This design comes from an exercise in tuning for small area and a short achievable clock period on the open sky130 flow, not from production work. Where RTL was checked, it was by simulation tests only, not by an equivalence proof against the original. No functional check of the RTL was part of runs 1 to 4. No driver is modelled on the clock port, so clocking that relies on it looks cheaper here than on a real chip. Power is estimated from default activity; no workload was simulated.

## flow/run.sh

```bash
#!/bin/bash
# Layout flow: the standard ORFS flow run unchanged except for:
#  - synthesis maps the logic with flow/abc_area.script (ABC's &nf mapper after &dch)
#    in place of ORFS's abc_area.script; the rest of synthesis is the standard one,
#    so the registers are exactly the standard synthesis's;
#  - port buffers use buf_2 instead of the resizer's default pick;
#  - the resizer's setup repair (floorplan, CTS and global-route steps) aims for
#    MARGIN ns of slack, so it also shortens paths that already meet 25 ns. The SDC,
#    clock period and I/O delays stay the design's.
# Each tool's output goes to its own log file in the work folder.
set -euo pipefail
MARGIN=18.8
W=$PWD
rm -rf "$W/scripts_abc"
cp -r "$FLOW_HOME/scripts" "$W/scripts_abc"
cp flow/abc_area.script "$W/scripts_abc/abc_area.script"
bash standard.sh SCRIPTS_DIR="$W/scripts_abc" synth > synth.log 2>&1
bash standard.sh \
  BUFFER_PORTS_ARGS="-buffer_cell sky130_fd_sc_hd__buf_2" \
  SETUP_SLACK_MARGIN="$MARGIN" \
  finish > layout.log 2>&1
test -s out/final.def
```

## flow/abc_area.script

```
strash
&get -n
&st
&dch
&nf
&put
topo
stime -c
buffer -c
upsize -c
dnsize -c
```

## standard.sh

```bash
#!/bin/bash
# synth_recipe.tcl (not shown) runs the flow's synth.tcl, then flattens the netlist and writes it again
# the make line also repeats each setting of config.mk as NAME=value (left out here)
make -C /OpenROAD-flow-scripts/flow DESIGN_CONFIG=/design/flow/config.mk WORK_HOME=/design/flow/orfs CLKGATE_MAP_FILE= SYNTH_SCRIPT=/design/flow/synth_recipe.tcl "${@:-finish}"
```

## config.mk

```make
export PLATFORM = sky130hd
export DESIGN_NAME = can_tx_mailbox
export DESIGN_NICKNAME = can_tx_mailbox
export VERILOG_FILES = /design/flow/design.v
export SDC_FILE = /design/flow/constraint.sdc
export NUM_CORES = 4
export LEC_CHECK = 0
export ABC_AREA = 1
export CAP_MARGIN = 20
export CORE_MARGIN = 2
export CORE_UTILIZATION = 70
export CTS_BUF_LIST = sky130_fd_sc_hd__clkbuf_16
export CTS_CLUSTER_DIAMETER = 100
export CTS_CLUSTER_SIZE = 24
export SLEW_MARGIN = 20
```

## constraint.sdc

```tcl
create_clock -name core_clock -period 25.0 [get_ports {clk}]
set_input_delay 5.0000 -clock core_clock [delete_from_list [all_inputs] [get_ports {clk}]]
set_output_delay 5.0000 -clock core_clock [all_outputs]
set_load 0.01 [all_outputs]
```

## design.v

```verilog
package can_tx_pkg;
    localparam int MAX_BYTES = 8;
    localparam int MAX_ID_W  = 29;
    typedef enum logic [1:0] {
        IDLE = 2'd0,
        ARB  = 2'd1,
        REQ  = 2'd2,
        WAIT = 2'd3
    } state_t;
endpackage
module can_tx_prio_sel
#(
    parameter  int NUM_MB = 10,
    parameter  int ID_W   = 11
) (
    input  logic [NUM_MB-1:0]            pending_i,
    input  logic [NUM_MB-1:0][ID_W-1:0]  ids_i,
    output logic [NUM_MB-1:0]            win_o
);
    localparam int NP = (NUM_MB + 1) / 2;    
    function automatic logic id_le(input logic [ID_W-1:0] a, input logic [ID_W-1:0] b, input logic strict);
        logic r;
        r = !strict;
        for (int k = 0; k < ID_W; k++) r = (!a[k] && b[k]) || ((!a[k] || b[k]) && r);
        id_le = r;
    endfunction
    logic [NP-1:0]           pv;        
    logic [NP-1:0][ID_W-1:0] pid;       
    logic [NP-1:0]           plo;       
    logic [NP-1:0][NP-1:0]   beats;     
    logic [NP-1:0]           pwin;
    always_comb begin
        for (int p = 0; p < NP; p++) begin
            if (2*p + 1 < NUM_MB) begin
                plo[p] = pending_i[2*p] && (!pending_i[2*p+1] || id_le(ids_i[2*p], ids_i[2*p+1], 1'b0));
                pv[p]  = pending_i[2*p] || pending_i[2*p+1];
                pid[p] = plo[p] ? ids_i[2*p] : ids_i[2*p+1];
            end else begin
                plo[p] = 1'b1;
                pv[p]  = pending_i[2*p];
                pid[p] = ids_i[2*p];
            end
        end
        for (int a = 0; a < NP; a++) begin
            for (int b = 0; b < NP; b++) begin
                if (a == b)     beats[a][b] = 1'b1;
                else if (a < b) beats[a][b] = !pv[b] || id_le(pid[a], pid[b], 1'b0);
                else            beats[a][b] = !pv[b] || id_le(pid[a], pid[b], 1'b1);
            end
        end
        for (int a = 0; a < NP; a++) pwin[a] = pv[a] && (&beats[a]);
        for (int i = 0; i < NUM_MB; i++) begin
            win_o[i] = pwin[i/2] && ((i % 2 == 0) ? plo[i/2] : !plo[i/2]);
        end
    end
endmodule
module can_tx_mailbox
#(
    parameter  int NUM_MB    = 10,
    parameter  int ID_W      = 11,
    parameter  int MAX_RETRY = 16,
    localparam int MBW       = $clog2(NUM_MB)
) (
    input  logic              clk,
    input  logic              g_rst,
    input  logic              hdr_ld,
    input  logic [ID_W-1:0]   hdr_id,
    input  logic              hdr_rtr,
    input  logic [3:0]        hdr_dlc,
    input  logic              wr_en,
    input  logic [MBW-1:0]    wr_mb,
    input  logic [2:0]        wr_idx,
    input  logic [7:0]        data_in,
    input  logic [NUM_MB-1:0] tx_buff_ld,
    output logic [NUM_MB-1:0] mb_pending,
    output logic              tx_buff_busy,
    output logic              tx_done,
    output logic [MBW-1:0]    tx_done_mb,
    output logic              tx_err,
    output logic              frame_gen_intl,
    input  logic              fg_ack,
    output logic [ID_W-1:0]   tx_id,
    output logic              tx_rtr,
    output logic [3:0]        tx_dlc,
    output logic [63:0]       tx_data,
    output logic [MBW-1:0]    tx_mb,
    input  logic              tx_success,
    input  logic              tx_fail
);
    if (NUM_MB < 2 || NUM_MB > 16 || ID_W < 1 || ID_W > can_tx_pkg::MAX_ID_W || MAX_RETRY < 1) begin : g_param_check
        $error("can_tx_mailbox: parameter out of range");
    end
    localparam int HW = ID_W + 1 + 4;           
    logic [NUM_MB-1:0]               pending_q;
    logic [NUM_MB-1:0][ID_W-1:0]     hdr_id_q;
    logic [NUM_MB-1:0]               hdr_rtr_q;
    logic [NUM_MB-1:0][3:0]          hdr_dlc_q;
    logic [NUM_MB-1:0][63:0]         data_q;
    logic [NUM_MB-1:0]               win;       
    logic [NUM_MB-1:0]               rd_sel;    
    logic [MBW-1:0]                  win_idx;
    logic [ID_W-1:0]                 tx_id_q;
    logic                            tx_rtr_q;
    logic [3:0]                      tx_dlc_q;
    logic [63:0]                     tx_data_q;
    logic [MBW-1:0]                  tx_mb_q;
    logic                            tx_done_q, busy_q;
    logic                            tx_ok, tx_bad, drop, retire;
    logic [NUM_MB-1:0]               mb_sel;    
    logic [NUM_MB-1:0]               pending_d;
    can_tx_prio_sel #(.NUM_MB(NUM_MB), .ID_W(ID_W)) u_prio_sel (
        .pending_i (pending_q),
        .ids_i     (hdr_id_q),
        .win_o     (win)
    );
    logic arb_q, req_q, wait_q;
    assign tx_ok  = wait_q && tx_success;
    assign tx_bad = wait_q && !tx_success && tx_fail;
    always_ff @(posedge clk) begin
        if (!g_rst) begin
            arb_q  <= 1'b0;
            req_q  <= 1'b0;
            wait_q <= 1'b0;
        end else begin
            arb_q  <= !arb_q && !req_q && !wait_q && (|pending_q);
            req_q  <= arb_q || (req_q && !fg_ack);
            wait_q <= (req_q && fg_ack) || (wait_q && !tx_success && !tx_fail);
        end
    end
    always_comb begin
        for (int i = 0; i < NUM_MB; i++) mb_sel[i] = (tx_mb_q == MBW'(i));
    end
    localparam int RW = $clog2(MAX_RETRY);
    logic [NUM_MB-1:0][RW-1:0] retry_q;
    logic [RW-1:0]             retry_cur, retry_nxt;
    logic                      tx_err_q;
    assign retry_cur = retry_q[tx_mb_q];
    assign drop      = tx_bad && (retry_cur == RW'(MAX_RETRY - 1));
    assign retire    = tx_ok || drop;
    assign retry_nxt = (!g_rst || retire) ? '0 : RW'(retry_cur + 1'b1);
    always_ff @(posedge clk) begin
        for (int i = 0; i < NUM_MB; i++) begin
            if (!g_rst || (mb_sel[i] && (tx_ok || tx_bad))) retry_q[i] <= retry_nxt;
        end
    end
    always_ff @(posedge clk) begin
        if (!g_rst) tx_err_q <= 1'b0;
        else        tx_err_q <= drop;
    end
    assign tx_err = tx_err_q;
    always_comb begin
        for (int i = 0; i < NUM_MB; i++) begin
            pending_d[i] = g_rst && (pending_q[i] || tx_buff_ld[i]) && !(retire && mb_sel[i]);
        end
    end
    always_ff @(posedge clk) begin
        pending_q <= pending_d;
        busy_q    <= |pending_d;
    end
    logic [NUM_MB-1:0] pend_o_q;
    always_ff @(posedge clk) begin
        for (int i = 0; i < NUM_MB; i++) begin
            pend_o_q[i] <= g_rst && (pend_o_q[i] || tx_buff_ld[i]) && !(retire && mb_sel[i]);
        end
    end
    always_ff @(posedge clk) begin
        if (!g_rst) tx_done_q <= 1'b0;
        else        tx_done_q <= tx_ok;
    end
    logic [7:0]      wd_data;
    logic [ID_W-1:0] wd_id;
    logic            wd_rtr;
    logic [3:0]      wd_dlc;
    assign wd_data = data_in & {8{g_rst}};
    assign wd_id   = hdr_id  & {ID_W{g_rst}};
    assign wd_rtr  = hdr_rtr & g_rst;
    assign wd_dlc  = hdr_dlc & {4{g_rst}};
    always_ff @(posedge clk) begin
        for (int i = 0; i < NUM_MB; i++) begin
            logic mb_wr;
            mb_wr = (wr_mb == MBW'(i)) && !pending_q[i];
            if (!g_rst || (mb_wr && hdr_ld)) begin
                hdr_id_q[i]  <= wd_id;
                hdr_rtr_q[i] <= wd_rtr;
                hdr_dlc_q[i] <= wd_dlc;
            end
            for (int k = 0; k < 8; k++) begin
                if (!g_rst || (mb_wr && wr_en && wr_idx == 3'(k))) data_q[i][8*k +: 8] <= wd_data;
            end
        end
    end
    assign rd_sel = arb_q ? win : mb_sel;
    always_comb begin
        win_idx = '0;
        for (int i = 0; i < NUM_MB; i++) if (win[i]) win_idx = win_idx | MBW'(i);
    end
    always_ff @(posedge clk) begin
        if (arb_q) tx_mb_q <= win_idx;
    end
    logic [MBW-1:0] tx_mb_o_q, rd_enc;
    always_comb begin
        rd_enc = '0;
        for (int i = 0; i < NUM_MB; i++) if (rd_sel[i]) rd_enc = rd_enc | MBW'(i);
    end
    always_ff @(posedge clk) tx_mb_o_q <= rd_enc;
    always_ff @(posedge clk) begin
        logic [ID_W-1:0] id_m;
        logic            rtr_m;
        logic [3:0]      dlc_m;
        logic [63:0]     data_m;
        id_m = '0; rtr_m = 1'b0; dlc_m = '0; data_m = '0;
        for (int i = 0; i < NUM_MB; i++) begin
            id_m   = id_m   | (hdr_id_q[i]  & {ID_W{rd_sel[i]}});
            rtr_m  = rtr_m  | (hdr_rtr_q[i] & rd_sel[i]);
            dlc_m  = dlc_m  | (hdr_dlc_q[i] & {4{rd_sel[i]}});
            data_m = data_m | (data_q[i]    & {64{rd_sel[i]}});
        end
        tx_id_q   <= id_m;
        tx_rtr_q  <= rtr_m;
        tx_dlc_q  <= dlc_m;
        tx_data_q <= data_m;
    end
    assign mb_pending     = pend_o_q;
    assign tx_buff_busy   = busy_q;
    assign tx_done        = tx_done_q;
    assign tx_done_mb     = tx_mb_o_q;
    assign frame_gen_intl = req_q;
    assign tx_id          = tx_id_q;
    assign tx_rtr         = tx_rtr_q;
    assign tx_dlc         = tx_dlc_q;
    assign tx_data        = tx_data_q;
    assign tx_mb          = tx_mb_o_q;
endmodule
```

==> results of run 1 <==
## worst min-delay path: cells and delay by family (launching register included)
family / cells / cell delay (ns)
AO/OA/AOI/OAI: 1 / 0.06
flip-flops: 1 / 0.33
AND/OR/NAND/NOR: 1 / 0.06
## layout by cell type, fill, tap and decap left out, types with 15 or more instances in the layout
| cell type | synthesis | routed |
|---|---|---|
| sky130_fd_sc_hd__edfxtp_1 | 844 | 844 |
| sky130_fd_sc_hd__nand2_1 | 306 | 284 |
| sky130_fd_sc_hd__a222oi_1 | 240 | 240 |
| sky130_fd_sc_hd__buf_2 | 18 | 148 |
| sky130_fd_sc_hd__nor2_1 | 142 | 140 |
| sky130_fd_sc_hd__dfxtp_1 | 110 | 104 |
| sky130_fd_sc_hd__inv_1 | 50 | 84 |
| sky130_fd_sc_hd__and3_1 | 78 | 78 |
| sky130_fd_sc_hd__o21ai_4 | 0 | 78 |
| sky130_fd_sc_hd__a21oi_1 | 58 | 51 |
| sky130_fd_sc_hd__clkbuf_16 | 0 | 49 |
| sky130_fd_sc_hd__o21ai_0 | 126 | 44 |
| sky130_fd_sc_hd__nand2b_1 | 29 | 28 |
| sky130_fd_sc_hd__o22ai_1 | 30 | 27 |
| sky130_fd_sc_hd__buf_12 | 0 | 25 |
| sky130_fd_sc_hd__a22oi_1 | 22 | 22 |
| sky130_fd_sc_hd__and2_1 | 30 | 22 |
| sky130_fd_sc_hd__nor2b_1 | 20 | 20 |
| sky130_fd_sc_hd__nand3_1 | 19 | 18 |
| sky130_fd_sc_hd__o221ai_1 | 16 | 16 |
| sky130_fd_sc_hd__buf_4 | 5 | 16 |
| sky130_fd_sc_hd__o21ai_1 | 14 | 15 |
## flip-flops by register name, indices dropped and copies added, names as in the netlist, 4 cells and up
signal	flops
tx_mb_o_q	4
tx_data_q	64
hdr_rtr_q	10
hdr_id_q	110
pend_o_q	10
tx_id_q	11
data_q	640
retry_q	40
tx_dlc_q	4
pending_q	10
tx_mb_q	4
hdr_dlc_q	40
## logic make-up after synthesis
group,Yosys count
AO/OA/AOI/OAI,625
adder cells (fa/ha/maj),1
buffers and inverters,179
flip-flops,954
multiplexers,34
AND/OR/NAND/NOR,678
## metal layers
metal	global-route usage [%]	vias to the layer above
li1	-	10211
met1	51.4	11891
met2	58.1	1933
met3	6.37	237
met4	12.3	4
met5	0	-
## stage by stage
stage	util (%)	hold slack, ns	cell area, µm²
global route	80.1	0.485	41300
floorplan	-	0.431	37300
detailed placement	74.9	0.446	38600
CTS	79.1	0.466	40700
global placement	74.9	0.445	38600
finish	80.1	0.465	41300
## cell type report
type,count,area [µm²],share of cell area [%]
clock buffers,47,1180,2.85
well taps,680,851,2.06
diodes,5,12.5,0.0303
multi-input cells,1340,9680,23.5
flip-flops and latches,954,27600,66.8
clock inverters,38,199,0.482
inverters,51,191,0.464
repair buffers,203,1600,3.87
## repair_timing
item	CTS	global route
resized for setup	115	52
setup buffers	14	15
endpoints found under the setup margin	639	548
pin swaps	6	19
cloned	1	3
## report_power, final
group / switching (mW) / leakage (nW) / total [mW] / internal [mW]
Clock: 0.482 / 0.790 / 0.831 / 0.349
Combinational: 0.443 / 4.43 / 0.682 / 0.239
Sequential: 0.0879 / 9.19 / 2.03 / 1.94
Total: 1.01 / 14.4 / 3.54 / 2.53
## path summary, 6_finish.rpt
kind | endpoint | slack, ns | depth (start not counted)
max | data_q[461]$_DFFE_PP_ | 18.70 | 5
min | tx_data_q[58]$_DFF_P_ | 0.47 | 2
max reg2reg | tx_data_q[44]$_DFF_P_ | 18.90 | 22
min reg2reg | tx_data_q[58]$_DFF_P_ | 0.47 | 2
==> notes.md, run 1 <==
Synth
The dominant cell type by area after synthesis is sky130_fd_sc_hd__edfxtp_1. The most common cell in the synthesized netlist is sky130_fd_sc_hd__edfxtp_1. The number of different library cells used by synthesis comes to between 60 and 70. By count the netlist is led by sky130_fd_sc_hd__edfxtp_1, sky130_fd_sc_hd__nand2_1, sky130_fd_sc_hd__a222oi_1. The portion of the post-synthesis area used by sequential elements is 75.2%. The fraction of the mapped netlist area in adder cells is less than 1%. The average footprint of a synthesized cell is 14.8 µm². The synthesized netlist devotes 0% of its cell area to XOR and XNOR gates.

The flip-flop cell with the highest count after synthesis is sky130_fd_sc_hd__edfxtp_1. The multiplexer share of the synthesized area is 0.990%. The instance count of the mapped netlist is 2471. The total of flip-flops plus latches after synthesis is 954. The Yosys step of the flow raised 2 warnings. The synthesized design devotes to its leading area cell type between 60% and 70% of total area.

The synthesized netlist devotes 13.4% of its cell area to compound gates. Counting flops with a built-in enable in the synthesized netlist gives 844. The post-synthesis instance area is 36600 µm². In the synthesized netlist the async set-or-reset flop fraction comes to 0%. The simple-gate portion of the synthesized area is roughly 8.4%. Ranked by total cell area, the synthesized netlist is headed by sky130_fd_sc_hd__edfxtp_1, sky130_fd_sc_hd__a222oi_1, sky130_fd_sc_hd__dfxtp_1. The largest family of logic cells by synthesized area is compound AO/OA/AOI/OAI gates. The number of nets in the synthesized netlist is roughly 2500.

Timing
In the final timing run, aggregate negative setup slack is 0 ns. In the finished design, the share of the clock period the worst path needs comes to 25.2%. Timing would allow up to 159 MHz. For the final database, setup skew stands at 0.0274 ns.

Subtracting the final worst setup slack from the clock period gives 6.30 ns. The slew at the pin closest to its max-slew limit is roughly 1.1 ns. The final max-slew violation count is 0. The number of failing hold endpoints at the final stage was 0. Setup repair after global routing could not meet its margin everywhere. The worst pin sits at a relative slew slack of 27.5%. The setup-violating endpoint count in the final report is 0. Once routing completed, OpenROAD measured the worst setup slack at 18.70 ns.

Critical path
The startpoint-to-endpoint class of the critical path is in -> reg. The required time reported for the critical path endpoint is 25.28 ns. Counting both buffers and inverters, the worst setup path holds a total of 1. Grouping stages by cell kind, the critical path spends the most delay in simple AND/OR/NAND/NOR gates. The cell with the largest stage delay on the worst path is sky130_fd_sc_hd__nor3_1.

The largest stage delay on the critical path is 0.46 ns. In this run the worst path has a maximum fanout of 8. Walking the worst path, the cells encountered are buf_2 > nand2_1 > nor3_1 > nand2_4 > o21ai_4. The worst setup path is captured at a flop.

Tracing the worst setup path back leads to its startpoint at wr_mb[1]. The category of the worst setup path launch point is an input port. The reg-to-reg critical path startpoint is hdr_id_q[78]$_DFFE_PP_.

Data arrives at the worst endpoint at 6.58 ns.

Pwr
The areal power density over the cells is 85.8 nW/µm². The power consumption is 3.54 mW. IR analysis of the VDD net gives a maximum drop of 92.9 µV. Summed over all cells, the static leakage comes to 14.4 nW.

Global route
The number of antenna violations at the first check in global routing is 7. Entering global routing, the biggest net connects 83 pins. For this run, the total global-route usage over all layers was measured as 36.3%. For this run the aggregate overflow at the end of global routing stands at 0. The global-route wire length before repair is 143000 µm. The number of global-route vias before repair is 22529.

Finish
The share of layout cells above drive strength 1 is 16.7%. After filler insertion, the fill cell instance count of the layout stands at 2812. The area growth from synthesis to layout is 12.6%. After the last flow step, the layout net total stands at 2645. The finished layout holds 3318 standard cells, fillers aside.

Floorplanning
The full die area is 54200 µm². In this run the standard cell core region covers 51500 µm². The floorplan die width is 233 µm.

From bottom edge to top edge, the die measures ~230 µm. The number of cell rows is 83. The number of top-level pins is 150.

The effective utilization at floorplan is a little under three quarters.

Detailed routing
The iteration-0 DRC count of the detailed router is approximately 4700. In the final routing, the length of wire on met1 measures 36000 µm. The remaining number of nets flagged by the antenna check after routing is 0. The met2 wire length is 48500 µm. Routed signal wires occupy layers up through met5. The post-detailed-route wirelength per cell is slightly above 30 µm.

The length of routed met3 wiring is 12200 µm. The first-pass detailed-route iteration total is 11. The post-route DRC violation count is 0. The via count is 24276. The overall routed net length is 100000 µm. The average vias per placed instance is 7.32.

Clocking
In this run the number of H-tree levels came out at 2. TritonCTS built the clock tree. The clock-pin slew on the worst setup and hold paths is approximately 0.090 ns. The CTS sink count is 954.

Hold repair after CTS inserted 0 buffers. In this run, CTS created clock tree buffers numbering 46. The clock reaches the later pin of the worst-skew pair after around 0.63 ns. The clock tree root buffer cell is sky130_fd_sc_hd__clkbuf_16. No sink is reached through more buffers than the 3 on the longest clock path.

Flow run
Max-cap violations in this run came to 0.

Place
The post-DP HPWL is 59100 µm. At the end of routability-driven placement, the weighted congestion stood at 0.985. In this run the tool buffered the top-level ports with 149 buffer cells. Once placement completed, the tool counted placed cells totaling about 3200. The setup slack after placement is 17.56 ns.

Status
The flow ran to the end and the layout has no timing, DRC or antenna violations.

Min path
The type of the most critical hold path is reg -> reg. In this run the most critical hold path is launched from data_q[122]$_DFFE_PP_.
==> run 2: changes to the inputs <==
--- a/design.v
+++ b/design.v
@@ -137,7 +137,7 @@
     assign retry_cur = retry_q[tx_mb_q];
     assign drop      = tx_bad && (retry_cur == RW'(MAX_RETRY - 1));
     assign retire    = tx_ok || drop;
-    assign retry_nxt = (!g_rst || retire) ? '0 : RW'(retry_cur + 1'b1);
+    assign retry_nxt = (!g_rst || tx_success) ? '0 : RW'(retry_cur + 1'b1);
     always_ff @(posedge clk) begin
         for (int i = 0; i < NUM_MB; i++) begin
             if (!g_rst || (mb_sel[i] && (tx_ok || tx_bad))) retry_q[i] <= retry_nxt;
--- a/flow/run.sh
+++ b/flow/run.sh
@@ -1,6 +1,6 @@
 #!/bin/bash
 # Layout flow: the standard ORFS flow run unchanged except for:
-#  - synthesis maps the logic with flow/abc_area.script (ABC's &nf mapper after &dch)
+#  - synthesis maps the logic with flow/abc_area.script (ABC dc2 and dch choices, then the &nf mapper, twice)
 #    in place of ORFS's abc_area.script; the rest of synthesis is the standard one,
 #    so the registers are exactly the standard synthesis's;
 #  - port buffers use buf_2 instead of the resizer's default pick;
==> flow/abc_area.script (replaced) <==
strash
dc2
dch -f
&get -n
&nf
&put
strash
dch -f
&get -n
&nf
&put
topo
stime -c
buffer -c
upsize -c
dnsize -c
--- a/config.mk
+++ b/config.mk
@@ -8,8 +8,8 @@
 export ABC_AREA = 1
 export CAP_MARGIN = 20
 export CORE_MARGIN = 2
-export CORE_UTILIZATION = 70
+export CORE_UTILIZATION = 60
 export CTS_BUF_LIST = sky130_fd_sc_hd__clkbuf_16
 export CTS_CLUSTER_DIAMETER = 100
-export CTS_CLUSTER_SIZE = 24
+export CTS_CLUSTER_SIZE = 28
 export SLEW_MARGIN = 20
==> run 2 against run 1 <==
  * Still clean on timing, DRC and antenna
  * Worst setup slack better by 0.022 ns
  * Synthesized area is 0.43% higher
  * Power is 5.1% lower
  * Combinational power is 13% lower
  * Sequential share of layout area is 1.6 points lower
  * Count of clock-buffer cells in the layout is 6 lower
  * Fmax is 0.35% higher
  * Design area is 2.5% higher
  * Synthesized cell count is 1.9% higher
  * Global-route usage is 4.8 points lower
  * Largest power group unchanged
==> notes.md, run 2 <==
Status
The run finished with no timing, DRC or antenna violations.

Synth
The synthesized design spends more area on one cell type than any other, namely sky130_fd_sc_hd__edfxtp_1. Counting flops and latches in the post-synthesis netlist gives around 950. Among all cell types in the netlist, the one instantiated most often is sky130_fd_sc_hd__edfxtp_1.

A synthesized cell averages 14.6 µm². The number of synthesis warnings is 2. The post-synthesis instance area is ~37000 µm². The share of synthesized flip-flops with an asynchronous set or reset is 0%.

The top cell type's share of synthesized area is 68.9%. Synthesis produced a netlist whose cell count is 2517. The distinct cell type count after synthesis is between 60 and 70. The portion of the post-synthesis area used by sequential elements is around 75%. The flip-flop cell with the highest count after synthesis is sky130_fd_sc_hd__edfxtp_1. The number of nets in the synthesized netlist is 2566.

Ranked by instance count, the synthesized netlist is headed by sky130_fd_sc_hd__edfxtp_1, sky130_fd_sc_hd__inv_1, sky130_fd_sc_hd__o22ai_1. Sorting the synthesized cells by area gives the leading types as sky130_fd_sc_hd__edfxtp_1, sky130_fd_sc_hd__dfxtp_1, sky130_fd_sc_hd__a222oi_1. The number of synthesized flops with an enable pin is roughly 840.

Global route
For this run, the total global-route usage over all layers was measured as approximately a third. Global routing finished with a remaining overflow of 0. The number of antenna violations at the first check in global routing is 3.

The pin count of the biggest net entering global routing is 83. The global-route wire length before repair is 148000 µm. The number of global-route vias before repair is approximately 23000.

Finish
The library cell used most frequently in the layout, excluding fill and tap cells, is sky130_fd_sc_hd__edfxtp_1. The largest registers in the layout are data_q: 640 flops, hdr_id_q: 110 flops, tx_data_q: 64 flops. In the layout the commonest cells are sky130_fd_sc_hd__edfxtp_1, sky130_fd_sc_hd__inv_1, sky130_fd_sc_hd__buf_2.

data_q holds more flip-flops than any other register. In the final design database the tool counted about 2700 nets. The area growth from synthesis to layout is 14.9%.

The number of flip-flops in the largest register is 640. The share of layout cells above drive strength 1 is 19.2%. The post-route standard cell area excluding fillers is roughly 42000 µm². The count of fill cells added during filler insertion is ~4000.

Timing
Setup violations remaining at the end of the flow were counted as 0. Setup repair after global routing could not meet its margin everywhere. The clock arrives with 0.0350 ns of skew. The slew at the pin closest to its max-slew limit is 0.893 ns. The clock period minus worst slack is approximately 6.3 ns. The number of failing hold endpoints at the final stage is 0. The final max-slew violation count is 0.

The sum of negative setup slack is 0 ns. The post-route fraction of the period consumed by the critical path is 25.1%. Based on the critical path, the design can be clocked at up to 159 MHz. The headroom to the max-slew limit is approximately two fifths.

Place
After detailed placement, the total cell area comes to 39300 µm². The HPWL after detailed placement is 60200 µm. Routability-driven placement finished with a final weighted congestion of 0.906. The count of buffers added on input and output ports is ~150.

Critical path
The largest stage delay on the critical path is just over 0.5 ns. The category of the worst setup path launch point is an input port. The arrival time reported for the critical path endpoint is ~6.6 ns. Walking the worst path, the cells encountered are buf_2 > nand2b_1 > nor3_2 > nand2_4 > o21ai_2. The dominant delay contributor by cell family on the critical path is simple AND/OR/NAND/NOR gates. The cell with the largest stage delay on the worst path is sky130_fd_sc_hd__o21ai_2. The largest fanout of any net on the critical path is 8. The critical path is of the in -> reg type. The kind of end point of the critical path is a flop. The number of buffer and inverter instances along the worst setup path is 1. The required time reported for the critical path endpoint is between 20 and 30 ns.

Floorplanning
The effective utilization at floorplan is 60.9%. After floorplanning, the core was divided into 90 placement rows. The floorplan die width is 252 µm.

After floorplanning, the core was sized to cover 60500 µm². The floorplan step defined a die boundary enclosing 63300 µm². The floorplan step set the die height to 252 µm. Pin placement for this block handled 150 I/O pins.

Detailed routing
The routed layout has 24165 vias. The iteration-0 DRC count of the detailed router is 3577. The first-pass detailed-route iteration total is 9. The routed design has approximately 100000 µm of wire.

Dividing the detail-routed wire length by the instance count gives 30.0 µm. Dividing the detail-routed via count by the number of cells gives 6.93. The post-route DRC violation count is 0. The count of nets left with antenna violations once routing finished came out at 0.

Clocking
In this run, post-CTS hold repair placed 0 buffers. TritonCTS created 41 clock buffers. The later pin in the worst-skew pair is clocked with a latency of 0.62 ns. No sink is reached through more buffers than the 3 on the longest clock path. The CTS sink count is 954.

In this run the number of H-tree levels came out at 2. Clock tree synthesis selected as its root buffer the cell sky130_fd_sc_hd__clkbuf_16. After clock tree synthesis, the clock-pin slew on the worst setup and hold paths is ~0.10 ns.

TritonCTS built the clock tree.

Min path
The path class of the tightest hold or removal check is reg -> reg.

Pwr
The power consumption is 3.36 mW. The total leakage power is roughly 15 nW. In this run the power density over the cells is between 70 and 80 nW/µm².

The maximum VDD drop is 89.7 µV.

Flow run
The number of maximum-capacitance constraint violations is 0.
-- run 2: power by group --
part | switching (mW) | internal (mW) | total (mW)
registers | 0.0700 | 1.91 | 1.98
clock network | 0.474 | 0.309 | 0.783
logic | 0.389 | 0.205 | 0.594
total | 0.933 | 2.43 | 3.36
-- run 2: layout make-up --
cell class	instances	area, µm²	share of cell area (%)
well taps	782	978	2.31
clock inverters	28	171	0.405
flip-flops and latches	954	27600	65.1
diodes	1	2.50	0.00592
repair buffers	247	2280	5.40
clock buffers	41	1030	2.43
inverters	215	816	1.93
multi-input cells	1217	9470	22.4
-- run 2: path summary, 6_finish.rpt --
kind	from	to	cells after the start	slack, ns
worst max-delay path	wr_mb[0]	data_q[368]$_DFFE_PP_	5	18.72
worst min-delay path	data_q[43]$_DFFE_PP_	tx_data_q[43]$_DFF_P_	2	0.47
worst max register to register	hdr_id_q[56]$_DFFE_PP_	tx_id_q[7]$_DFF_P_	24	18.92
worst min register to register	data_q[43]$_DFFE_PP_	tx_data_q[43]$_DFF_P_	2	0.47
-- run 2: through the flow --
stage          setup WS [ns]  hold WS (ns)  util, %  instances
2_1_floorplan          18.39         0.443        -       2517
3_3_place_gp           17.52         0.443     65.0       3345
3_5_place_dp           17.50         0.447     65.0       3346
4_1_cts                18.68         0.475     68.0       3430
5_1_grt                18.66         0.495     70.0       3485
6_report               18.72         0.472     70.0       3485
-- run 2: tightest hold or removal path: cells and delay by family, from the launching register on --
kind / cells / cell delay, ns
AO/OA/AOI/OAI: 1 / 0.06
flip-flops: 1 / 0.34
AND/OR/NAND/NOR: 1 / 0.07
-- run 2: repair_timing --
| item | in CTS | in global routing |
|---|---|---|
| buffers inserted | 13 | 45 |
| cloned | 2 | 9 |
| gates resized for setup | 88 | 80 |
| pin swaps | 16 | 57 |
| hold endpoints to repair | 0 | 0 |
| setup endpoints to repair | 929 | 680 |
-- run 2: layer usage --
layer  part of all wire (%)  track usage, %
met2                     48            51.9
met5                      0               0
met1                     39            44.6
met3                    9.2            4.28
met4                    3.3            9.22
-- run 2: cell families after synthesis --
kind of cell / Yosys count / synth area share, %
mux: 20 / 0.578
compound gates: 735 / 14.5
buf+inv: 349 / 3.78
flops: 954 / 74.8
fa+ha+maj: 1 / 0.0340
simple gates: 458 / 6.26
==> run 3: changes to the inputs <==
--- a/flow/run.sh
+++ b/flow/run.sh
@@ -9,7 +9,7 @@
 #    clock period and I/O delays stay the design's.
 # Each tool's output goes to its own log file in the work folder.
 set -euo pipefail
-MARGIN=18.8
+MARGIN=19.1
 W=$PWD
 rm -rf "$W/scripts_abc"
 cp -r "$FLOW_HOME/scripts" "$W/scripts_abc"
==> run 3 against run 2 <==
  * Still clean
  * Synthesized area is the same
  * Via count grew 5.2%
  * Register-to-register slack gained 0.21 ns
  * Critical path depth grew 3
  * Clock power grew 5.6%
  * Sequential power is essentially flat
  * Count of clock-buffer cells in the layout grew 3
  * Design area grew 6.5%
  * Final cell count grew 3.0%
==> notes.md, run 3 <==
Status
The run finished with no timing, DRC or antenna violations.

Synth
After synthesis, the largest family of logic cells by area is compound AO/OA/AOI/OAI gates. The top cell type's share of synthesized area is 68.9%. The synthesized design contains 844 enable-type register cells. Counting flops with an async set or reset pin after synthesis yields a share of 0%. The area fraction in compound gates after synthesis is between 10 and 15%. Summed over all instances, the cell type with the most area after synthesis is sky130_fd_sc_hd__edfxtp_1. Counting flops and latches in the post-synthesis netlist gives 954. The number of synthesis warnings is 2. The parity-gate share of the synthesized area counting xor and xnor cells is 0%.

After synthesis, the cell types taking the most area are sky130_fd_sc_hd__edfxtp_1, sky130_fd_sc_hd__dfxtp_1, sky130_fd_sc_hd__a222oi_1. Summing every instance area after synthesis gives ~37000 µm². The most numerous cell in the Yosys netlist is sky130_fd_sc_hd__edfxtp_1. Of the post-synthesis cell area, the part taken by muxes is 0.578%. The portion of the post-synthesis area used by sequential elements is 74.8%. The average footprint of a synthesized cell is roughly 15 µm². Counting instances in the post-synthesis netlist gives the leading cell types as sky130_fd_sc_hd__edfxtp_1, sky130_fd_sc_hd__inv_1, sky130_fd_sc_hd__o22ai_1. After Yosys synthesis, and, or, nand and nor cells account for 6.26% of the synthesized area. In the synthesized netlist the dominant register cell turns out to be sky130_fd_sc_hd__edfxtp_1. Summing the areas of all fa, ha and maj instances in the mapped netlist gives 0.0340% of the synthesized area. The distinct cell type count after synthesis is 67.

The number of nets in the synthesized netlist is around 2600. The cell count after synthesis came out at 2517.

Finish
In the final layout, the registers with the most flip-flops are data_q: 640 flops, hdr_id_q: 110 flops, tx_data_q: 64 flops. More flip-flops sit in one register than any other, and that register is data_q. The leading cell type in the layout, fill and taps excluded is sky130_fd_sc_hd__edfxtp_1. In the final design database the tool counted 2821 nets. The count of placed standard cells in the final layout, fillers left out is 3590. Summing all non-filler instances in the final layout gives an area of 45000 µm². The share of layout cells above drive strength 1 is about a quarter.

Summing all multi-input logic gate instances after layout gives 10100 µm². The library cells used most frequently in the layout, excluding fill and tap cells, are sky130_fd_sc_hd__edfxtp_1, sky130_fd_sc_hd__inv_1, sky130_fd_sc_hd__o22ai_1. The register with the most flip-flops in the layout has 640 of them. Counting the fill cells in the layout gives 3653. Summing all flip-flop and latch instances after layout gives 27700 µm².

From synthesis to final layout, the design area changed by 22.4%.

Timing
The number of failing hold endpoints at the final stage is 0. Subtracting the final worst setup slack from the clock period gives between 6 and 7 ns. For the pin with the worst max-slew slack, the measured transition is 1.10 ns. The final max-slew violation count is 0. Adding up every negative setup slack in the final design gives 0 ns.

The headroom to the max-slew limit is a little over a quarter. The highest clock rate is 161 MHz. For the final database, setup skew stands at 0.0361 ns. The post-route fraction of the period consumed by the critical path is 24.9%. The setup-violating endpoint count in the final report is 0. Setup repair after global routing could not meet its margin everywhere.

Pwr
The power consumption is 3.57 mW. The maximum VDD drop is 65.3 µV. The total leakage power is 16.0 nW. The areal power density over the cells is 79.3 nW/µm².

Min path
The type of the most critical hold path is reg -> reg. The path with the worst hold slack has its endpoint at tx_data_q[40]$_DFF_P_. The startpoint identified for the worst hold timing path is data_q[360]$_DFFE_PP_. The worst hold path was traced through 2 stages.

Critical path
The kind of end point of the critical path is a flop. The required time reported for the critical path endpoint is 25.51 ns. The reg-to-reg critical path startpoint is hdr_id_q[67]$_DFFE_PP_. At the worst endpoint, the arrival time is 6.74 ns.

STA classifies the critical path startpoint as an input port. The critical path in this run is classified as in -> reg. The largest fanout of any net on the critical path is 5. The endpoint identified for the worst register-to-register timing path is tx_data_q[14]$_DFF_P_. The beginning of the critical path is tx_success. Counting cells, the worst reg-to-reg path comes to 23.

For flop-to-flop paths, the worst setup slack is 19.13 ns.

Floorplanning
The die height is between 200 and 300 µm. The number of top-level pins is 150. The floorplan die width is around 250 µm. The core area is 60500 µm². The effective utilization at floorplan is about 61%.

The floorplan step defined a die boundary enclosing 63300 µm². Row generation in the floorplan step produced 90 rows.

Global route
Global routing used 33.8% of the available tracks. The global-route wire length before repair is roughly 160000 µm. The number of global-route vias before repair was 23603. The number of antenna violations at the first check in global routing is 3. The total overflow reported by the global router is 0.

Entering global routing, the biggest net connects roughly 80 pins.

Clocking
Buffers inserted to repair hold after CTS numbered 0. Clock latency on the worst-skew pair, taken at its later pin, is around 0.64 ns. The clock passes through at most 3 buffers.

The tree is rooted in a sky130_fd_sc_hd__clkbuf_16. The H-tree generated during clock tree synthesis spans 2 levels. Buffers inserted during clock tree synthesis total 42. The CTS tree is built. The CTS sink count is 954. The clock-pin slew on the worst setup and hold paths is 0.12 ns.

Place
Buffers placed on the I/O ports in this run total 149. Routability-driven placement finished with a final weighted congestion of 0.955. The post-DP HPWL is 60300 µm. The placed cell area is 39500 µm². The number of instances in the placed design is 3344.

Detailed routing
In the final routed layout, each cell accounts on average for 32.7 µm. The iteration-0 DRC count of the detailed router is ~4200. The post-route DRC violation count is 0. Before antenna repair, the detailed router went through 8 iterations.

The remaining number of nets flagged by the antenna check after routing is 0. The average vias per placed instance is 7.08. Summing over every cut layer, the via total after detailed routing is around 25000. The overall routed net length is 118000 µm.

Flow run
The tool flagged a number of max-cap violations equal to 0.
==> run 3: cell counts after synthesis <==
Identical to the previous run, type by type.
==> run 3: worst max-delay path by stage <==
stage                                 end  slack (ns)  cells past startpoint
global route               busy_q$_DFF_P_       18.75                      8
global placement    data_q[371]$_DFFE_PP_       17.81                      3
detailed placement  retry_q[11]$_DFFE_PP_       17.72                      4
CTS                        busy_q$_DFF_P_       18.79                      8
finish                     busy_q$_DFF_P_       18.78                      8
floorplan                  busy_q$_DFF_P_       18.39                      7
==> run 3: power breakdown <==
group / internal [mW] / leakage, nW / total [mW] / switching [mW]
logic: 0.298 / 6.08 / 0.735 / 0.437
registers: 1.92 / 9.21 / 2.01 / 0.0860
clock network: 0.334 / 0.740 / 0.827 / 0.493
total: 2.55 / 16.0 / 3.57 / 1.02
==> run 3: cells by family (layout without fill, tap and decap cells) <==
logic type | after synthesis | after routing
and+or+nand+nor | 458 | 462
muxes | 20 | 20
buffers and inverters | 349 | 632
adders and majority gates | 1 | 1
DFF | 954 | 954
AOI/OAI and AO/OA | 735 | 737
other | 0 | 2
==> run 3: what timing repair did <==
action                      CTS  global route
pin swaps                    87           121
gates cloned                 11            24
gates resized for setup     293           145
setup endpoints to repair  1629           940
setup buffers                87            44
==> run 3: final cells by class <==
| cell class | count | area share, % |
|---|---|---|
| sequential | 954 | 61.4 |
| multi-input combinational | 1220 | 22.3 |
| timing repair buffer | 339 | 9.35 |
| clock buffer | 44 | 2.44 |
| tap | 782 | 2.17 |
| inverter | 215 | 1.81 |
| clock inverter | 34 | 0.478 |
| antenna | 2 | 0.0111 |
==> run 3: per-layer routing <==
layer  up-vias  wire length [µm]  GRT usage (%)  part of all wire, %
li1      10583                 -              -                    -
met1     12704             43300           48.3                   37
met4         2              4690           10.5                  4.0
met5         -                13              0                0.011
met2      1847             54800           54.2                   47
met3       275             14700           5.17                   13
==> run 3: critical path, stage by stage <==
cell and delay, ns:
sky130_fd_sc_hd__buf_12 0.10, sky130_fd_sc_hd__nor2b_4 0.10, sky130_fd_sc_hd__and4_4 0.27, sky130_fd_sc_hd__a21oi_4 0.07, sky130_fd_sc_hd__o21ai_2 0.15, sky130_fd_sc_hd__nor2_1 0.07, sky130_fd_sc_hd__or4_1 0.51, sky130_fd_sc_hd__or4_1 0.47
==> run 3: per-stage QoR <==
stage | setup slack, ns | hold slack, ns | util (%)
floorplan | 18.39 | 0.443 | -
global placement | 17.81 | 0.443 | 65.3
detailed placement | 17.72 | 0.453 | 65.3
CTS | 18.79 | 0.470 | 71.7
global route | 18.75 | 0.498 | 74.5
finish | 18.78 | 0.458 | 74.5
==> run 4: changes to the inputs <==
--- a/design.v
+++ b/design.v
@@ -137,7 +137,7 @@
     assign retry_cur = retry_q[tx_mb_q];
     assign drop      = tx_bad && (retry_cur == RW'(MAX_RETRY - 1));
     assign retire    = tx_ok || drop;
-    assign retry_nxt = (!g_rst || tx_success) ? '0 : RW'(retry_cur + 1'b1);
+    assign retry_nxt = (!g_rst || retire) ? '0 : RW'(retry_cur + 1'b1);
     always_ff @(posedge clk) begin
         for (int i = 0; i < NUM_MB; i++) begin
             if (!g_rst || (mb_sel[i] && (tx_ok || tx_bad))) retry_q[i] <= retry_nxt;
@@ -156,12 +156,6 @@
     always_ff @(posedge clk) begin
         pending_q <= pending_d;
         busy_q    <= |pending_d;
-    end
-    logic [NUM_MB-1:0] pend_o_q;
-    always_ff @(posedge clk) begin
-        for (int i = 0; i < NUM_MB; i++) begin
-            pend_o_q[i] <= g_rst && (pend_o_q[i] || tx_buff_ld[i]) && !(retire && mb_sel[i]);
-        end
     end
     always_ff @(posedge clk) begin
         if (!g_rst) tx_done_q <= 1'b0;
@@ -175,17 +169,21 @@
     assign wd_id   = hdr_id  & {ID_W{g_rst}};
     assign wd_rtr  = hdr_rtr & g_rst;
     assign wd_dlc  = hdr_dlc & {4{g_rst}};
-    always_ff @(posedge clk) begin
-        for (int i = 0; i < NUM_MB; i++) begin
-            logic mb_wr;
-            mb_wr = (wr_mb == MBW'(i)) && !pending_q[i];
-            if (!g_rst || (mb_wr && hdr_ld)) begin
+    logic [NUM_MB-1:0] mb_ok;
+    logic [7:0]        by_en;
+    always_comb begin
+        for (int i = 0; i < NUM_MB; i++) mb_ok[i] = (wr_mb == MBW'(i)) && !pending_q[i];
+        for (int k = 0; k < 8; k++)      by_en[k] = wr_en && (wr_idx == 3'(k));
+    end
+    always_ff @(posedge clk) begin
+        for (int i = 0; i < NUM_MB; i++) begin
+            if (!g_rst || (mb_ok[i] && hdr_ld)) begin
                 hdr_id_q[i]  <= wd_id;
                 hdr_rtr_q[i] <= wd_rtr;
                 hdr_dlc_q[i] <= wd_dlc;
             end
             for (int k = 0; k < 8; k++) begin
-                if (!g_rst || (mb_wr && wr_en && wr_idx == 3'(k))) data_q[i][8*k +: 8] <= wd_data;
+                if (!g_rst || (mb_ok[i] && by_en[k])) data_q[i][8*k +: 8] <= wd_data;
             end
         end
     end
@@ -220,7 +218,7 @@
         tx_dlc_q  <= dlc_m;
         tx_data_q <= data_m;
     end
-    assign mb_pending     = pend_o_q;
+    assign mb_pending     = pending_q;
     assign tx_buff_busy   = busy_q;
     assign tx_done        = tx_done_q;
     assign tx_done_mb     = tx_mb_o_q;
--- a/flow/run.sh
+++ b/flow/run.sh
@@ -9,7 +9,7 @@
 #    clock period and I/O delays stay the design's.
 # Each tool's output goes to its own log file in the work folder.
 set -euo pipefail
-MARGIN=19.1
+MARGIN=18.8
 W=$PWD
 rm -rf "$W/scripts_abc"
 cp -r "$FLOW_HOME/scripts" "$W/scripts_abc"
--- a/config.mk
+++ b/config.mk
@@ -11,5 +11,5 @@
 export CORE_UTILIZATION = 60
 export CTS_BUF_LIST = sky130_fd_sc_hd__clkbuf_16
 export CTS_CLUSTER_DIAMETER = 100
-export CTS_CLUSTER_SIZE = 28
+export CTS_CLUSTER_SIZE = 24
 export SLEW_MARGIN = 20
==> run 4 against run 3 <==
  * Still clean on timing, DRC and antenna
  * Register-to-register slack got worse by 0.26 ns
  * Count of clock-buffer cells in the layout rose by 1
  * Wire length fell by 16%
  * Sequential power fell by 2%
  * Die area fell by 2.8%
  * First-iteration DRC count fell by 11%
  * Sequential share of layout area rose by 5.7 points
  * Power fell by 6.6%
  * Critical path type unchanged
  * Critical endpoint is now data_q[621]$_DFFE_PP_
  * Largest power group unchanged
  * Highest routed layer is now met4
==> notes.md, run 4 <==
Clocking
The CTS tree is built. In this run the deepest clock path goes through 3 buffers. The clock-pin slew on the worst setup and hold paths is ~0.09 ns. Counting the buffers created by CTS gives 45. The count of hold-fix buffers inserted at cts is 0. The clock network latency to the later pin of the worst-skew pair is 0.61 ns. The CTS sink count is around 940. The H-tree generated during clock tree synthesis spans 2 levels. The tree is rooted in a sky130_fd_sc_hd__clkbuf_16.

Critical path
By startpoint and endpoint, the worst setup path is classified as in -> reg. The critical path goes through buf_2 > nor2b_1 > nand3_2 > o21ai_2. Among all stages on the critical path, the largest delay is contributed by sky130_fd_sc_hd__o21ai_2. The setup check on the worst reg-to-reg path leaves a slack of 18.87 ns. The kind of end point of the critical path is a flop. For this run, the slowest stage of the critical path takes 0.60 ns. The required time reported for the critical path endpoint is ~25 ns. The number of buffers and inverters on the critical path is 1. The reg-to-reg critical path startpoint is hdr_id_q[34]$_DFFE_PP_. Of all nets on the critical path, the largest fanout is 10. The category of the worst setup path launch point is an input port. Broken down by cell family, the worst path's largest delay share belongs to simple AND/OR/NAND/NOR gates. The arrival time reported for the critical path endpoint is 6.53 ns. The endpoint of the worst-slack reg-to-reg timing path is tx_data_q[22]$_DFF_P_.

The worst reg2reg path depth is 23.

Timing
The number of failing hold endpoints at the final stage was 0. The sum of negative setup slack is 0 ns. Across all hold checks on the routed design, the worst slack comes to 0.471 ns. The final max-slew violation count was 0.

The slew at the pin closest to its max-slew limit is 1.09 ns. The setup-violating endpoint count in the final report is 0. The post-route fraction of the period consumed by the critical path is 25.1%. The highest clock rate is 159 MHz.

For the final database, setup skew stands at between 0.02 and 0.025 ns. The headroom to the max-slew limit is 27.3%. Setup repair after global routing could not meet its margin everywhere. The clock period minus worst slack is 6.27 ns.

Place
The post-DP HPWL is 57900 µm. During placement, the flow inserted port buffers numbering 149. The placer congestion estimate is around 0.93.

Synth
Sequential elements use 76.5% of the synthesized area. The number of nets in the synthesized netlist is 2242. The distinct cell type count after synthesis is 67. Among all flip-flop cells after synthesis, the most frequent one is sky130_fd_sc_hd__edfxtp_1. The average footprint of a synthesized cell is 16.3 µm². Summing every instance area after synthesis gives between 30000 and 40000 µm². Counting flops with an async set or reset pin after synthesis yields a share of 0%. The most numerous cell in the Yosys netlist is sky130_fd_sc_hd__edfxtp_1. The synthesized design contains 944 register bits. Yosys printed 2 warnings. The share of synthesized area in the top cell type comes to 70.9%. The number of synthesized flops with an enable pin is 844. In the synthesized netlist, the cells that appear most often are sky130_fd_sc_hd__edfxtp_1, sky130_fd_sc_hd__a22oi_1, sky130_fd_sc_hd__a222oi_1. After synthesis, the cell types taking the most area are sky130_fd_sc_hd__edfxtp_1, sky130_fd_sc_hd__dfxtp_1, sky130_fd_sc_hd__a222oi_1.

The dominant cell type by area after synthesis is sky130_fd_sc_hd__edfxtp_1. The instance count of the mapped netlist is 2193.

Floorplanning
In this run the standard cell core region covers 59000 µm². For this configuration, the core starts out at a cell density of 60.6%. The number of top-level pins is 150. The initialized floorplan defines 89 standard-cell rows.

The die covers 61600 µm². The die is 248 µm tall. The die is 248 µm wide.

Finish
The register with the most flip-flops in the layout has 640 of them. The leading cell type in the layout, fill and taps excluded is sky130_fd_sc_hd__edfxtp_1. In the layout the commonest cells are sky130_fd_sc_hd__edfxtp_1, sky130_fd_sc_hd__a22oi_1, sky130_fd_sc_hd__a222oi_1.

The top register by number of flip-flops is data_q. The net count of the finished layout is 2417. The area growth from synthesis to layout is 14.2%. The post-route netlist has 22.0% of its cells at a drive strength greater than 1. The largest registers in the layout are data_q: 640 flops, hdr_id_q: 110 flops, tx_data_q: 64 flops.

Detailed routing
The via count is 22363. For this run, design rule violations remaining after detail routing come to 0. After detailed routing, the number of vias per cell comes to 7.04. The remaining number of nets flagged by the antenna check after routing is 0. For this block, the routed nets add up to ~98000 µm of wire.

In this run, the number of DRC markers left after iteration 0 of detailed routing was 3746. The first TritonRoute pass finished after 7 iterations. The post-detailed-route wirelength per cell is 31.0 µm.

Status
The run finished with no timing, DRC or antenna violations.

Min path
The startpoint identified for the worst hold timing path is data_q[480]$_DFFE_PP_. The tightest min-delay check is of the reg -> reg type. The end point of the worst hold path is tx_data_q[32]$_DFF_P_. The worst hold path was traced through 2 stages.

Global route
The pin count of the biggest net entering global routing is 82. The first global-routing pass estimated 140000 µm of wire. The total overflow reported by the global router is 0. The number of global-route vias before repair came to 20897. The total track usage is about 31%. The number of antenna violations at the first check in global routing is 0.

Pwr
For this design the ratio of total power to cell area is roughly 82 nW/µm². The total leakage power is 13.8 nW. The worst-case IR drop observed on VDD is about 70 µV.

Flow run
The tool flagged a number of max-cap violations equal to 0.
[run 4: logic make-up after synthesis]
family | share of synthesized area (%)
adders and majority gates | 0.0350
DFF | 76.5
and+or+nand+nor | 4.80
muxes | 1.41
AOI/OAI and AO/OA | 15.1
xor gates and xnor gates | 0.0245
buffers and inverters | 2.13
[run 4: final cells by class]
type | instances | area, µm²
clock inverters | 36 | 184
repair buffers | 254 | 2030
diodes | 3 | 7.51
flip-flops and latches | 944 | 27400
inverters | 55 | 206
multi-input cells | 1068 | 8920
well taps | 773 | 967
fillers | 3959 | 18200
clock buffers | 45 | 1130
[run 4: power breakdown]
group	internal [mW]	total, mW	leakage, nW	switching [mW]
clock	0.343	0.805	0.755	0.463
sequential	1.90	1.97	9.12	0.0659
combinational	0.199	0.563	3.97	0.363
total	2.45	3.34	13.8	0.892
[run 4: how the worst max path moves through the flow]
stage / start / endpoint / slack, ns / depth (start not counted)
finish: wr_idx[0] / data_q[621]$_DFFE_PP_ / 18.73 / 4
global route: wr_idx[0] / data_q[621]$_DFFE_PP_ / 18.71 / 4
CTS: g_rst / data_q[506]$_DFFE_PP_ / 18.70 / 3
detailed placement: wr_mb[3] / data_q[334]$_DFFE_PP_ / 17.42 / 4
global placement: g_rst / data_q[600]$_DFFE_PP_ / 17.52 / 3
floorplan: wr_mb[3] / data_q[344]$_DFFE_PP_ / 18.34 / 4
[run 4: metal layers]
metal  vias to the layer above  GRT usage, %  share of wire [%]
li1                       9586             -                  -
met1                     11251          46.9                 40
met2                      1391          49.3                 47
met3                       135          4.22                 10
met4                         0          7.95                2.4
met5                         -             0                  0
[run 4: what timing repair did]
item | in CTS | in global routing
resized for setup | 156 | 72
pin swaps | 16 | 29
endpoints found under the hold margin | 0 | 0
setup buffers | 30 | 29
endpoints found under the setup margin | 1383 | 694
gates cloned | 2 | 4
[run 4: worst reg2reg max path: stages (launching register included)]
cell and delay, ns:
sky130_fd_sc_hd__edfxtp_1 0.47, sky130_fd_sc_hd__nor2b_1 0.16, sky130_fd_sc_hd__o221ai_1 0.18, sky130_fd_sc_hd__a222oi_1 0.36
sky130_fd_sc_hd__o22ai_1 0.17, sky130_fd_sc_hd__a221oi_2 0.28, sky130_fd_sc_hd__o22ai_2 0.16, sky130_fd_sc_hd__a221oi_2 0.28
sky130_fd_sc_hd__o21ai_2 0.10, sky130_fd_sc_hd__buf_6 0.19, sky130_fd_sc_hd__mux2i_2 0.29, sky130_fd_sc_hd__o22ai_1 0.14
sky130_fd_sc_hd__a222oi_1 0.43, sky130_fd_sc_hd__o22ai_1 0.14, sky130_fd_sc_hd__a21oi_1 0.20, sky130_fd_sc_hd__o221ai_1 0.19
sky130_fd_sc_hd__a221oi_2 0.44, sky130_fd_sc_hd__o221ai_1 0.21, sky130_fd_sc_hd__nand3_1 0.22, sky130_fd_sc_hd__o31ai_4 0.08
sky130_fd_sc_hd__buf_8 0.21, sky130_fd_sc_hd__buf_8 0.25, sky130_fd_sc_hd__a222oi_1 0.53, sky130_fd_sc_hd__nand4_1 0.27
[run 4: through the flow]
stage / cells / power (mW) / cell area [µm²] / setup WS, ns / utilization, %
3_3_place_gp: 3027 / 2.50 / 37900 / 17.52 / 64.1
3_5_place_dp: 3029 / 2.51 / 37900 / 17.42 / 64.2
5_1_grt: 3175 / 3.45 / 40800 / 18.71 / 69.2
6_report: 3178 / 3.34 / 40800 / 18.73 / 69.2
4_1_cts: 3142 / 3.32 / 40200 / 18.70 / 68.0
2_1_floorplan: 2193 / 2.28 / 36400 / 18.34 / -
==> run 5: changes to the inputs <==
--- a/design.v
+++ b/design.v
@@ -169,21 +169,17 @@
     assign wd_id   = hdr_id  & {ID_W{g_rst}};
     assign wd_rtr  = hdr_rtr & g_rst;
     assign wd_dlc  = hdr_dlc & {4{g_rst}};
-    logic [NUM_MB-1:0] mb_ok;
-    logic [7:0]        by_en;
-    always_comb begin
-        for (int i = 0; i < NUM_MB; i++) mb_ok[i] = (wr_mb == MBW'(i)) && !pending_q[i];
-        for (int k = 0; k < 8; k++)      by_en[k] = wr_en && (wr_idx == 3'(k));
-    end
-    always_ff @(posedge clk) begin
-        for (int i = 0; i < NUM_MB; i++) begin
-            if (!g_rst || (mb_ok[i] && hdr_ld)) begin
+    always_ff @(posedge clk) begin
+        for (int i = 0; i < NUM_MB; i++) begin
+            logic mb_wr;
+            mb_wr = (wr_mb == MBW'(i)) && !pending_q[i];
+            if (!g_rst || (mb_wr && hdr_ld)) begin
                 hdr_id_q[i]  <= wd_id;
                 hdr_rtr_q[i] <= wd_rtr;
                 hdr_dlc_q[i] <= wd_dlc;
             end
             for (int k = 0; k < 8; k++) begin
-                if (!g_rst || (mb_ok[i] && by_en[k])) data_q[i][8*k +: 8] <= wd_data;
+                if (!g_rst || (mb_wr && wr_en && wr_idx == 3'(k))) data_q[i][8*k +: 8] <= wd_data;
             end
         end
     end
@@ -195,12 +191,6 @@
     always_ff @(posedge clk) begin
         if (arb_q) tx_mb_q <= win_idx;
     end
-    logic [MBW-1:0] tx_mb_o_q, rd_enc;
-    always_comb begin
-        rd_enc = '0;
-        for (int i = 0; i < NUM_MB; i++) if (rd_sel[i]) rd_enc = rd_enc | MBW'(i);
-    end
-    always_ff @(posedge clk) tx_mb_o_q <= rd_enc;
     always_ff @(posedge clk) begin
         logic [ID_W-1:0] id_m;
         logic            rtr_m;
@@ -221,11 +211,11 @@
     assign mb_pending     = pending_q;
     assign tx_buff_busy   = busy_q;
     assign tx_done        = tx_done_q;
-    assign tx_done_mb     = tx_mb_o_q;
+    assign tx_done_mb     = tx_mb_q;
     assign frame_gen_intl = req_q;
     assign tx_id          = tx_id_q;
     assign tx_rtr         = tx_rtr_q;
     assign tx_dlc         = tx_dlc_q;
     assign tx_data        = tx_data_q;
-    assign tx_mb          = tx_mb_o_q;
+    assign tx_mb          = tx_mb_q;
 endmodule
==> flow/run.sh (replaced) <==
#!/bin/bash
# Layout flow: the standard ORFS flow run unchanged except for:
#  - synthesis maps the logic with flow/abc_area.script (ABC's &nf mapper after &dch)
#    in place of ORFS's abc_area.script; the rest of synthesis is the standard one,
#    so the registers are exactly the standard synthesis's;
#  - port buffers use buf_2 instead of the resizer's default pick;
#  - after CTS, flow/post_cts.tcl runs an extra setup repair that aims below the
#    current worst path (the SDC, clock period and I/O delays stay the design's).
# Each tool's output goes to its own log file in the work folder.
set -euo pipefail
W=$PWD
rm -rf "$W/scripts_abc"
cp -r "$FLOW_HOME/scripts" "$W/scripts_abc"
cp flow/abc_area.script "$W/scripts_abc/abc_area.script"
bash standard.sh SCRIPTS_DIR="$W/scripts_abc" synth > synth.log 2>&1
bash standard.sh \
  BUFFER_PORTS_ARGS="-buffer_cell sky130_fd_sc_hd__buf_2" \
  POST_CTS_TCL="$W/flow/post_cts.tcl" \
  finish > layout.log 2>&1
test -s out/final.def
==> flow/abc_area.script (replaced) <==
strash
&get -n
&st
&dch
&nf
&put
topo
stime -c
buffer -c
upsize -c
dnsize -c
==> flow/post_cts.tcl (new file) <==
estimate_parasitics -placement
set ws0 [worst_slack -max]
puts "extra repair: start worst slack $ws0"
for {set i 0} {$i < 8} {incr i} {
  set target [expr {$ws0 + 0.3}]
  repair_timing -setup -setup_margin $target -repair_tns 100 -verbose
  set ws1 [worst_slack -max]
  puts "extra repair: pass $i target $target worst slack $ws1"
  if {$ws1 < $ws0 + 0.02} { break }
  set ws0 $ws1
}
detailed_placement
check_placement -verbose
estimate_parasitics -placement
puts "extra repair: end worst slack [worst_slack -max]"
--- a/config.mk
+++ b/config.mk
@@ -9,7 +9,4 @@
 export CAP_MARGIN = 20
 export CORE_MARGIN = 2
 export CORE_UTILIZATION = 60
-export CTS_BUF_LIST = sky130_fd_sc_hd__clkbuf_16
-export CTS_CLUSTER_DIAMETER = 100
-export CTS_CLUSTER_SIZE = 24
 export SLEW_MARGIN = 20
==> run 5 against run 4 <==
  * Still clean on timing, DRC and antenna
  * Sequential power about the same
  * Synthesized area up 1.8%
  * Sequential cell count down 4
  * Synthesized cell count up 9.5%
  * Critical path depth up 1
  * Clock skew down 0.0014 ns
  * Via count up 2.0%
  * Utilization down 0.86 points
  * Register-to-register slack worse by 0.71 ns
  * Largest cell class unchanged
  * Largest power group unchanged
==> notes.md, run 5 <==
Timing
The number of failing hold endpoints at the final stage is 0. The setup-violating endpoint count in the final report is 0. The headroom to the max-slew limit is 23.5%.

Counting I/O delays and the setup requirement, the final critical path takes 7.21 ns. Setup repair after global routing left no endpoint under its margin. The final max-slew violation count is 0. The highest clock rate is roughly 140 MHz.

The clock skew is 0.0220 ns. The slew at the pin closest to its max-slew limit is 1.15 ns. The post-route fraction of the period consumed by the critical path is 28.8%. Adding up every negative setup slack in the final design gives 0 ns.

Detailed routing
The remaining number of nets flagged by the antenna check after routing is 0. The first detailed-routing pass took 9 iterations. In the final routed layout, each cell accounts on average for ~28 µm.

The post-route DRC violation count is 0. Summed over all layers, the routed wires come to between 90000 and 100000 µm. Detailed routing inserted a total of between 20000 and 25000 vias. Using the TritonRoute via totals, the vias-per-cell ratio works out to between 6 and 7. The first routing iteration left 3024 violations.

Clocking
TritonCTS built the clock tree. After clock tree synthesis, the clock-pin slew on the worst setup and hold paths is 0.06 ns. The clock drives 940 sinks.

For the worst-skew pair, the clock arrives at the later sink with an insertion delay of about 0.65 ns.

Place
The number of buffers added on ports is 149. The post-DP HPWL is 56200 µm. After detailed placement, the design holds a cell count of 3234.

At the end of routability-driven placement, the weighted congestion stood at 0.888. In this run the cell area measured after placement is 37900 µm².

Finish
The antenna cell count is 0. The library cells used most frequently in the layout, excluding fill and tap cells, are sky130_fd_sc_hd__edfxtp_1, sky130_fd_sc_hd__nand2_1, sky130_fd_sc_hd__a222oi_1. The top register by number of flip-flops is data_q. The share of layout cells above drive strength 1 is 14.7%. The library cell used most frequently in the layout, excluding fill and tap cells, is sky130_fd_sc_hd__edfxtp_1. The net count of the finished layout is between 2000 and 3000. The utilization after layout is approximately two thirds. The count of fill cells added during filler insertion is 4150. The count of placed standard cells in the final layout, fillers left out is 3408. The area growth from synthesis to layout is 12.8%. The register with the most flip-flops in the layout has 640 of them. The largest registers in the layout are data_q: 640 flops, hdr_id_q: 110 flops, tx_data_q: 64 flops.

The finished cells cover 41100 µm².

Critical path
Along the worst path, the maximum fanout reaches 8. On the critical path the largest part of the delay comes from simple AND/OR/NAND/NOR gates. The startpoint-to-endpoint class of the critical path is in -> reg.

STA classifies the critical path startpoint as an input port. The endpoint of the worst-slack reg-to-reg timing path is tx_id_q[3]$_DFF_P_. The worst register-to-register path has a setup slack of 18.16 ns. The reg-to-reg critical path startpoint is hdr_id_q[11]$_DFFE_PP_. On the critical path, the stage with the largest delay is an instance of sky130_fd_sc_hd__o21ai_0.

The number of buffer and inverter instances along the worst setup path is 1. The largest stage delay on the critical path is 1.07 ns. The worst reg2reg path depth is 22. Walking the worst path, the cells encountered are buf_2 > nand2b_1 > nor4_1 > nand2_1 > o21ai_0. The required time reported for the critical path endpoint is 25.27 ns. For the worst setup path, the data arrival time is roughly 7.5 ns. The critical path runs through a total of 5 cells. The worst setup path is captured at a flop. The most critical setup path has its endpoint at data_q[286]$_DFFE_PP_. The beginning of the critical path is wr_mb[3].

Synth
sky130_fd_sc_hd__edfxtp_1 is the most common cell in the netlist. Ranked by instance count, the synthesized netlist is headed by sky130_fd_sc_hd__edfxtp_1, sky130_fd_sc_hd__nand2_1, sky130_fd_sc_hd__a222oi_1. Counting every net in the synthesized netlist gives 2451. Among all flip-flop cells after synthesis, the most frequent one is sky130_fd_sc_hd__edfxtp_1.

The share of synthesized flip-flops with an asynchronous set or reset is 0%. The dominant cell type by area after synthesis is sky130_fd_sc_hd__edfxtp_1. In the post-synthesis netlist, the biggest area contributors are sky130_fd_sc_hd__edfxtp_1, sky130_fd_sc_hd__dfxtp_1, sky130_fd_sc_hd__a222oi_1. In this run the cell area of the synthesized design comes to ~36000 µm².

A synthesized cell averages 15.2 µm². The synthesized design contains 940 register bits. The number of synthesis warnings is 2. The instance count of the mapped netlist is 2402. The top cell type's share of synthesized area is 69.6%. Summing the sequential cell areas from Yosys gives 74.9% of the chip area. The number of synthesized flops with an enable pin is 844. After synthesis, the netlist uses 67 different library cells.

Floorplanning
The floorplan step set the die height to 250 µm. The die covers 62700 µm². The initial utilization of the core area, before any placement, comes to between 60 and 70%. The floorplan die width is 250 µm.

Pin placement for this block handled 150 I/O pins. The initialized floorplan defines 90 standard-cell rows. The core area is 60100 µm².

Pwr
The areal power density over the cells is ~94 nW/µm². Sequential cells account for 50.8% of the total power. The total leakage power is 14.4 nW.

After layout, the design draws a total of 3.86 mW. The net switching fraction of the power is around a quarter. The part of the total power dissipated in combinational logic is 13.2%. The internal power of the cells totals 2.87 mW. The relative contribution of the clock network to total power is 35.9%. The power dissipated by switching net loads is 984 µW.

The maximum VDD drop is 62.7 µV.

Min path
The type of the most critical hold path is reg -> reg.

Global route
The total overflow reported by the global router is 0. Entering global routing, the biggest net connects ~80 pins. The total track usage is a little under a third. The first global-routing pass estimated around 140000 µm of wire.

The number of antenna violations at the first check in global routing is 0. The number of global-route vias before repair was roughly 22000.

Flow run
The tool flagged a number of max-cap violations equal to 0.

Status
The flow ran to the end and the layout has no timing, DRC or antenna violations.
==> run 5: final cells by class <==
type	instances	area, µm²	area share, %
clock buffer	123	2560	6.23
sequential	940	27300	66.4
tap	782	978	2.38
clock inverter	46	500	1.22
multi-input combinational	1231	8370	20.4
timing repair buffer	178	1010	2.46
inverter	108	405	0.987
==> run 5: worst min path at each step <==
| stage | startpoint | cells after the start | end |
|---|---|---|---|
| final | data_q[595]$_DFFE_PP_ | 2 | tx_data_q[19]$_DFF_P_ |
| after global routing | data_q[634]$_DFFE_PP_ | 2 | tx_data_q[58]$_DFF_P_ |
| after detailed placement | data_q[634]$_DFFE_PP_ | 2 | tx_data_q[58]$_DFF_P_ |
| after global placement | hdr_dlc_q[36]$_DFFE_PP_ | 2 | tx_dlc_q[0]$_DFF_P_ |
| after floorplan | data_q[576]$_DFFE_PP_ | 2 | tx_data_q[0]$_DFF_P_ |
==> run 5: worst min-delay path, stage by stage, from the launching register on <==
cell	delay (ns)
sky130_fd_sc_hd__edfxtp_1	0.32
sky130_fd_sc_hd__a222oi_1	0.06
sky130_fd_sc_hd__nand2_1	0.05
==> run 5: power groups by stage <==
stage | Combinational (mW) | Sequential, mW | Clock, mW
2_1_floorplan | 0.277 | 2.00 | 0
3_5_place_dp | 0.502 | 1.99 | 0
3_3_place_gp | 0.497 | 1.98 | 0
5_1_grt | 0.549 | 1.97 | 1.46
6_report | 0.510 | 1.96 | 1.39
==> run 5: layer usage <==
metal | global-route usage (%) | vias to the layer above | routed length [µm]
met4 | 9.02 | 0 | 2710
li1 | - | 9960 | -
met3 | 5.08 | 168 | 8720
met1 | 43.0 | 11373 | 38100
met2 | 49.5 | 1314 | 46400
met5 | 0 | - | 0
==> run 5: stage by stage <==
stage                     hold slack (ns)  worst slack [ns]
final                               0.456             17.79
after global routing                0.489             17.62
after detailed placement            0.449             16.91
after global placement              0.449             16.97
after floorplan                     0.435             18.02
==> run 5: cell families (layout without fill, tap and decap cells) <==
logic type / after synthesis / count (layout) / share of synthesized area (%)
XOR/XNOR: 1 / 1 / 0.0241
AND/OR/NAND/NOR: 525 / 525 / 6.54
AO/OA/AOI/OAI: 653 / 655 / 14.6
buffers and inverters: 233 / 455 / 2.55
multiplexers: 48 / 48 / 1.39
adder cells (fa/ha/maj): 2 / 2 / 0.0618
flip-flops: 940 / 940 / 74.9

## what the ideal ports hide
How much do the figures lean on ideal ports? The routed layouts below were timed once more, with nothing changed but the port constraints.
Step 1 (the two cells are an assumption about what drives the block):
set clk [get_ports {clk}]
set_driving_cell -lib_cell sky130_fd_sc_hd__clkbuf_16 $clk
set_driving_cell -lib_cell sky130_fd_sc_hd__buf_2 [delete_from_list [all_inputs] $clk]
Step 2 also shifts input and output timing later by t, the mid clock arrival at the registers, as if the neighbouring blocks saw the same clock.
Slacks: ideal / step 1 / step 2; pairs: ideal / step 1.
| run | shift t [ns] | setup slack, ns | worst setup path after step 2 | latest minus earliest clock arrival (ns) | pins driven straight from the clock port |
|---|---|---|---|---|---|
| run 1 | 0.680 | 18.698 / 18.665 / 17.985 | input to register | 0.037 / 0.038 | 1 |
| run 2 | 0.676 | 18.720 / 18.740 / 18.064 | input to register | 0.042 / 0.042 | 1 |
| run 3 | 0.689 | 18.779 / 18.789 / 18.100 | input to register | 0.038 / 0.038 | 1 |
| run 4 | 0.660 | 18.727 / 18.717 / 18.057 | input to register | 0.023 / 0.024 | 1 |
| run 5 | 0.708 | 17.793 / 17.834 / 17.126 | input to register | 0.022 / 0.022 | 1 |
After both steps setup and hold are still met in every run listed. For run 1, which loses most, drivers alone change the setup slack by -0.033 ns; drivers and shift together by -0.713 ns.
